From an optimization exercise on the open Yosys and OpenROAD flow, aimed at small area, a short achievable clock period and few clock cycles per item; shortcuts taken in it are not production practice.
Where RTL was checked, it was by simulation tests only, not by an equivalence proof against the original.
No activity file was given, so power comes from the tool's default toggle rates.

v6:
==> flow/design.v <==
package lprl_pkg;
    localparam int ENTRIES = 16;
    localparam int ADDR_W  = 32;
    localparam int INDEX_W = 4;
    localparam int LEN_W   = 6;
    function automatic logic [LEN_W-1:0] lead_ones(input logic [ADDR_W-1:0] m);
        logic [LEN_W-1:0] n;
        n = LEN_W'(ADDR_W);
        for (int i = 0; i < ADDR_W; i++)
        begin
            if (!m[i])
            begin
                n = LEN_W'(ADDR_W - 1 - i);
            end
        end
        lead_ones = n;
    endfunction
endpackage
import lprl_pkg::*;
module lprl_ctrl
(
    input  logic [ENTRIES-1:0] alive_in,
    input  logic [ENTRIES-1:0] b1,
    input  logic [ENTRIES-1:0] b0,
    output logic [ENTRIES-1:0] alive_out,
    output logic [1:0]         best
);
    logic any_hi;
    logic any_11;
    logic any_b0;
    assign any_hi = |(alive_in & b1);
    assign any_11 = |(alive_in & b1 & b0);
    assign any_b0 = |(alive_in & b0);
    assign best[1] = any_hi;
    assign best[0] = any_hi ? any_11 : any_b0;
    always_comb
    begin
        for (int i = 0; i < ENTRIES; i++)
        begin
            alive_out[i] = alive_in[i] && (b1[i] == best[1]) && (b0[i] == best[0]);
        end
    end
endmodule
module lprl_step1
(
    input  logic [ENTRIES-1:0] alive_in,
    input  logic [ENTRIES-1:0] b1,
    input  logic [ENTRIES-1:0] b0,
    output logic               hit,
    output logic [INDEX_W-1:0] idx,
    output logic [1:0]         best
);
    logic [ENTRIES-1:0] set11;
    logic [ENTRIES-1:0] set1x;
    logic [INDEX_W-1:0] idx11;
    logic [INDEX_W-1:0] idx1x;
    logic [INDEX_W-1:0] idx_all;
    assign set11 = alive_in & b1 & b0;
    assign set1x = alive_in & b1;
    assign best[1] = |set1x;
    assign best[0] = |set11;
    assign hit     = |alive_in;
    always_comb
    begin
        idx11   = '0;
        idx1x   = '0;
        idx_all = '0;
        for (int i = ENTRIES - 1; i >= 0; i--)
        begin
            if (set11[i])
            begin
                idx11 = INDEX_W'(i);
            end
            if (set1x[i])
            begin
                idx1x = INDEX_W'(i);
            end
            if (alive_in[i])
            begin
                idx_all = INDEX_W'(i);
            end
        end
    end
    assign idx = best[0] ? idx11 : (best[1] ? idx1x : idx_all);
endmodule
import lprl_pkg::*;
module lprl_dp
(
    input  logic [ADDR_W-1:0]              addr,
    input  logic [ENTRIES-1:0][ADDR_W-1:0] c1,
    input  logic [ENTRIES-1:0][ADDR_W-1:0] c0,
    output logic [ENTRIES-1:0]             match_hi,
    output logic [ENTRIES-1:0]             match_lo
);
    always_comb
    begin
        for (int i = 0; i < ENTRIES; i++)
        begin
            match_hi[i] = (((c1[i][31:16] & ~addr[31:16]) | (c0[i][31:16] & addr[31:16])) == '0);
            match_lo[i] = (((c1[i][15:0] & ~addr[15:0]) | (c0[i][15:0] & addr[15:0])) == '0);
        end
    end
endmodule
import lprl_pkg::*;
module longest_prefix_route_lookup
(
    input  logic               clk,
    input  logic               rst_n,
    input  logic               req_valid,
    output logic               req_ready,
    input  logic               req_func,
    input  logic [INDEX_W-1:0] req_entry_index,
    input  logic               req_entry_valid,
    input  logic [ADDR_W-1:0]  req_entry_prefix,
    input  logic [ADDR_W-1:0]  req_entry_mask,
    input  logic [ADDR_W-1:0]  req_lookup_addr,
    output logic               rsp_valid,
    input  logic               rsp_ready,
    output logic               rsp_hit,
    output logic [INDEX_W-1:0] rsp_best_index,
    output logic [LEN_W-1:0]   rsp_best_length
);
    logic [ENTRIES-1:0][ADDR_W-1:1] c1_mem;
    logic [ENTRIES-1:0][ADDR_W-1:1] c0_mem;
    logic [ENTRIES-1:0]             c1_b0;
    logic [ENTRIES-1:0]             c0_b0;
    logic [ENTRIES-1:0][1:0]        k43_mem;
    logic [ENTRIES-1:0][1:0]        k21_mem;
    logic [ENTRIES-1:0][1:0]        k0f_mem;
    logic               adv;
    logic               acc;
    logic               wr;
    logic [ENTRIES-1:0] wr_sel;
    logic [ADDR_W-1:0]  wr_c1;
    logic [ADDR_W-1:0]  wr_c0;
    logic [LEN_W-1:0]   wr_len;
    logic [LEN_W-1:0]   wr_key;
    logic               s1_v;
    logic [ENTRIES-1:0] s1_hi;
    logic [ENTRIES-1:0] s1_lo;
    logic [ENTRIES-1:0] s1_alive;
    logic               s2_v;
    logic [ENTRIES-1:0] s2_alive;
    logic [1:0]         s2_key;
    logic               s3_v;
    logic [ENTRIES-1:0] s3_alive;
    logic [3:0]         s3_key;
    logic               wa_v;
    logic [INDEX_W-1:0] wa_idx;
    logic [LEN_W-1:0]   wa_key;
    logic               wb_v;
    logic [INDEX_W-1:0] wb_idx;
    logic [1:0]         wb_key;
    logic               out_v;
    logic               out_hit;
    logic [INDEX_W-1:0] out_idx;
    logic [LEN_W-1:0]   out_len;
    logic               sk_v;
    logic               sk_hit;
    logic [INDEX_W-1:0] sk_idx;
    logic [LEN_W-1:0]   sk_len;
    logic               rdy_q;
    assign adv       = !sk_v;
    assign req_ready = rdy_q;
    assign acc       = req_valid && adv;
    assign wr        = acc && (req_func == 1'b0);
    always_comb
    begin
        for (int i = 0; i < ENTRIES; i++)
        begin
            wr_sel[i] = wr && (req_entry_index == INDEX_W'(i));
        end
    end
    assign wr_c1  = (req_entry_prefix & req_entry_mask) | {31'd0, !req_entry_valid};
    assign wr_c0  = (~req_entry_prefix & req_entry_mask) | {31'd0, !req_entry_valid};
    assign wr_len = lprl_pkg::lead_ones(req_entry_mask);
    assign wr_key = {wr_len[5], wr_len[4:0] | {5{wr_len[5]}}};
    always_ff @(posedge clk)
    begin
        for (int i = 0; i < ENTRIES; i++)
        begin
            if (wr_sel[i])
            begin
                c1_mem[i]  <= wr_c1[ADDR_W-1:1];
                c0_mem[i]  <= wr_c0[ADDR_W-1:1];
            end
            if (adv && wa_v && (wa_idx == INDEX_W'(i)))
            begin
                k43_mem[i] <= wa_key[4:3];
                k21_mem[i] <= wa_key[2:1];
            end
            if (adv && wb_v && (wb_idx == INDEX_W'(i)))
            begin
                k0f_mem[i] <= wb_key;
            end
        end
    end
    always_ff @(posedge clk or negedge rst_n)
    begin
        if (!rst_n)
        begin
            c1_b0 <= '1;
            c0_b0 <= '1;
        end
        else
        begin
            for (int i = 0; i < ENTRIES; i++)
            begin
                if (wr_sel[i])
                begin
                    c1_b0[i] <= wr_c1[0];
                    c0_b0[i] <= wr_c0[0];
                end
            end
        end
    end
    logic [ENTRIES-1:0] match_hi;
    logic [ENTRIES-1:0] match_lo;
    logic [ENTRIES-1:0][ADDR_W-1:0] c1_all;
    logic [ENTRIES-1:0][ADDR_W-1:0] c0_all;
    always_comb
    begin
        for (int i = 0; i < ENTRIES; i++)
        begin
            c1_all[i] = {c1_mem[i], c1_b0[i]};
            c0_all[i] = {c0_mem[i], c0_b0[i]};
        end
    end
    lprl_dp u_dp (
        .addr     (req_lookup_addr),
        .c1       (c1_all),
        .c0       (c0_all),
        .match_hi (match_hi),
        .match_lo (match_lo)
    );
    assign s1_alive = s1_hi & s1_lo;
    logic [ENTRIES-1:0] k4, k3, k2, k1, k0, kf;
    logic [ENTRIES-1:0] alive2, alive3;
    logic [1:0]         best43, best21, best0f;
    always_comb
    begin
        for (int i = 0; i < ENTRIES; i++)
        begin
            k4[i] = k43_mem[i][1];
            k3[i] = k43_mem[i][0];
            k2[i] = k21_mem[i][1];
            k1[i] = k21_mem[i][0];
            k0[i] = k0f_mem[i][1];
            kf[i] = k0f_mem[i][0];
        end
    end
    lprl_ctrl u_st43 (.alive_in(s1_alive), .b1(k4), .b0(k3), .alive_out(alive2), .best(best43));
    lprl_ctrl u_st21 (.alive_in(s2_alive), .b1(k2), .b0(k1), .alive_out(alive3), .best(best21));
    logic               enc_hit;
    logic [INDEX_W-1:0] enc_idx;
    logic [LEN_W-1:0]   enc_len;
    lprl_step1 u_st0f (.alive_in(s3_alive), .b1(k0), .b0(kf), .hit(enc_hit), .idx(enc_idx), .best(best0f));
    assign enc_len = best0f[0] ? LEN_W'(32) : {1'b0, s3_key, best0f[1]};
    always_ff @(posedge clk)
    begin
        if (adv)
        begin
            s1_hi    <= (req_func == 1'b1) ? match_hi : '0;
            s1_lo    <= match_lo;
            s2_alive <= alive2;
            s2_key   <= best43;
            s3_alive <= alive3;
            s3_key   <= {s2_key, best21};
            wa_idx   <= req_entry_index;
            wa_key   <= wr_key;
            wb_idx   <= wa_idx;
            wb_key   <= {wa_key[0], wa_key[5]};
        end
    end
    always_ff @(posedge clk or negedge rst_n)
    begin
        if (!rst_n)
        begin
            s1_v <= 1'b0;
            s2_v <= 1'b0;
            s3_v <= 1'b0;
            wa_v <= 1'b0;
            wb_v <= 1'b0;
        end
        else if (adv)
        begin
            s1_v <= acc;
            s2_v <= s1_v;
            s3_v <= s2_v;
            wa_v <= wr;
            wb_v <= wa_v;
        end
    end
    logic push;
    assign push = adv && s3_v;
    always_ff @(posedge clk or negedge rst_n)
    begin
        if (!rst_n)
        begin
            out_v <= 1'b0;
            sk_v  <= 1'b0;
            rdy_q <= 1'b1;
        end
        else
        begin
            out_v <= sk_v || push || (out_v && !rsp_ready);
            sk_v  <= (sk_v || push) && out_v && !rsp_ready;
            rdy_q <= !((sk_v || push) && out_v && !rsp_ready);
        end
    end
    always_ff @(posedge clk)
    begin
        if (!out_v || rsp_ready)
        begin
            if (sk_v)
            begin
                out_hit <= sk_hit;
                out_idx <= sk_idx;
                out_len <= sk_len;
            end
            else
            begin
                out_hit <= enc_hit;
                out_idx <= enc_idx;
                out_len <= enc_len;
            end
        end
        if (!sk_v)
        begin
            sk_hit <= enc_hit;
            sk_idx <= enc_idx;
            sk_len <= enc_len;
        end
    end
    assign rsp_valid       = out_v;
    assign rsp_hit         = out_hit;
    assign rsp_best_index  = out_idx;
    assign rsp_best_length = out_len;
endmodule
==> flow/config.mk <==
export PLATFORM = sky130hd
export DESIGN_NAME = longest_prefix_route_lookup
export DESIGN_NICKNAME = longest_prefix_route_lookup
export VERILOG_FILES = /design/flow/design.v
export SDC_FILE = /design/flow/constraint.sdc
export NUM_CORES = 4
export LEC_CHECK = 0
export ABC_CLOCK_PERIOD_IN_PS = 2500
export CAP_MARGIN = 20
export CORE_MARGIN = 2
export CORE_UTILIZATION = 40
export SETUP_SLACK_MARGIN = 2.8
export SLEW_MARGIN = 20
export TNS_END_PERCENT = 5
==> flow/constraint.sdc <==
create_clock -name core_clock -period 5.0 [get_ports {clk}]
set_input_delay 1.0000 -clock core_clock [delete_from_list [all_inputs] [get_ports {clk}]]
set_output_delay 1.0000 -clock core_clock [all_outputs]
set_load 0.01 [all_outputs]
standard.sh (not shown) runs the stock make flow with config.mk's settings and CLKGATE_MAP_FILE= SYNTH_SCRIPT=/design/flow/synth_recipe.tcl, a recipe that flattens the netlist after the stock synthesis.
==> flow/flow/run.sh <==
#!/bin/bash
# The standard layout with a few settings of ORFS's own changed:
#  - port buffers are buf_2 instead of the delay cell buffer_ports picks by default
#  - the resizer may swap a cell for one with another footprint
#  - clock tree: large sink clusters of clkbuf_16, no dummy loads
set -uo pipefail
bash standard.sh \
  MATCH_CELL_FOOTPRINT=0 \
  "BUFFER_PORTS_ARGS=-buffer_cell sky130_fd_sc_hd__buf_2" \
  "CTS_ARGS=-sink_clustering_enable -repair_clock_nets -buf_list sky130_fd_sc_hd__clkbuf_16 -sink_clustering_size 28 -sink_clustering_max_diameter 120 -dont_use_dummy_load" \
  finish > flow.log 2>&1
The following lists how v7 was set up differently from v6:
diff --git a/flow/design.v b/flow/design.v
--- a/flow/design.v
+++ b/flow/design.v
@@ -146,9 +146,9 @@
     logic [ENTRIES-1:0] s3_alive;
     logic [3:0]         s3_key;
     logic               wa_v;
     logic [INDEX_W-1:0] wa_idx;
-    logic [LEN_W-1:0]   wa_key;
+    logic [3:0]         wa_key;
     logic               wb_v;
     logic [INDEX_W-1:0] wb_idx;
     logic [1:0]         wb_key;
     logic               out_v;
@@ -182,13 +182,13 @@
             if (wr_sel[i])
             begin
                 c1_mem[i]  <= wr_c1[ADDR_W-1:1];
                 c0_mem[i]  <= wr_c0[ADDR_W-1:1];
+                k43_mem[i] <= wr_key[4:3];
             end
             if (adv && wa_v && (wa_idx == INDEX_W'(i)))
             begin
-                k43_mem[i] <= wa_key[4:3];
-                k21_mem[i] <= wa_key[2:1];
+                k21_mem[i] <= wa_key[3:2];
             end
             if (adv && wb_v && (wb_idx == INDEX_W'(i)))
             begin
                 k0f_mem[i] <= wb_key;
@@ -266,11 +266,11 @@
             s2_key   <= best43;
             s3_alive <= alive3;
             s3_key   <= {s2_key, best21};
             wa_idx   <= req_entry_index;
-            wa_key   <= wr_key;
+            wa_key   <= {wr_key[2:0], wr_key[5]};
             wb_idx   <= wa_idx;
-            wb_key   <= {wa_key[0], wa_key[5]};
+            wb_key   <= wa_key[1:0];
         end
     end
     always_ff @(posedge clk or negedge rst_n)
     begin
Findings:
In v7 the wire length turned out about 2.2% lower than in v6. Non-clock buffer count went down by more than 10% going from v6 to v7. The final layout from v7, which completed every stage, passed the timing, DRC and antenna checks at the end of the flow. | power | v7 vs v6 | ≈ equal |. Count of instances resized after the clock tree is built for v7: 23 down relative to v6. Measured against each other, v7 and v6 differ in fraction of final layout cells sized beyond drive strength 1, the higher figure coming from v6.
Testbench counts of v7, summed over its fixed seeds: cycles 2,560, items 2,528.
No functional check of the RTL was part of v6.

port drivers added, routing unchanged:
The results above use ideal ports. As a check the final layouts listed here were re-extracted and re-timed, cells and wires unchanged. Step 1, drivers: a clkbuf_16 drives clk and a buf_2 each remaining input, both assumed. Step 2 times the ports against the registers' clock, not the clock port: input delays grow and output delays shrink by t, the midpoint of the rising clock arrivals with the driver on. Slacks: no drivers / after step 1 / after step 2; pairs: no drivers / after step 1.
run | t (ns) | slack for setup (ns) | worst setup path after step 2 | latest minus earliest clock arrival (ns) | worst slew at a driven data input, ns
v6 | 0.702 | 2.644 / 2.667 / 1.986 | input to register | 0.152 / 0.152 | 0.15
v7 | 0.739 | 2.639 / 2.598 / 1.938 | input to register | 0.113 / 0.114 | 0.08
After both steps setup and hold are still met in every run listed. For v7, which loses most, drivers alone change the setup slack by -0.041 ns; drivers and shift together by -0.701 ns.
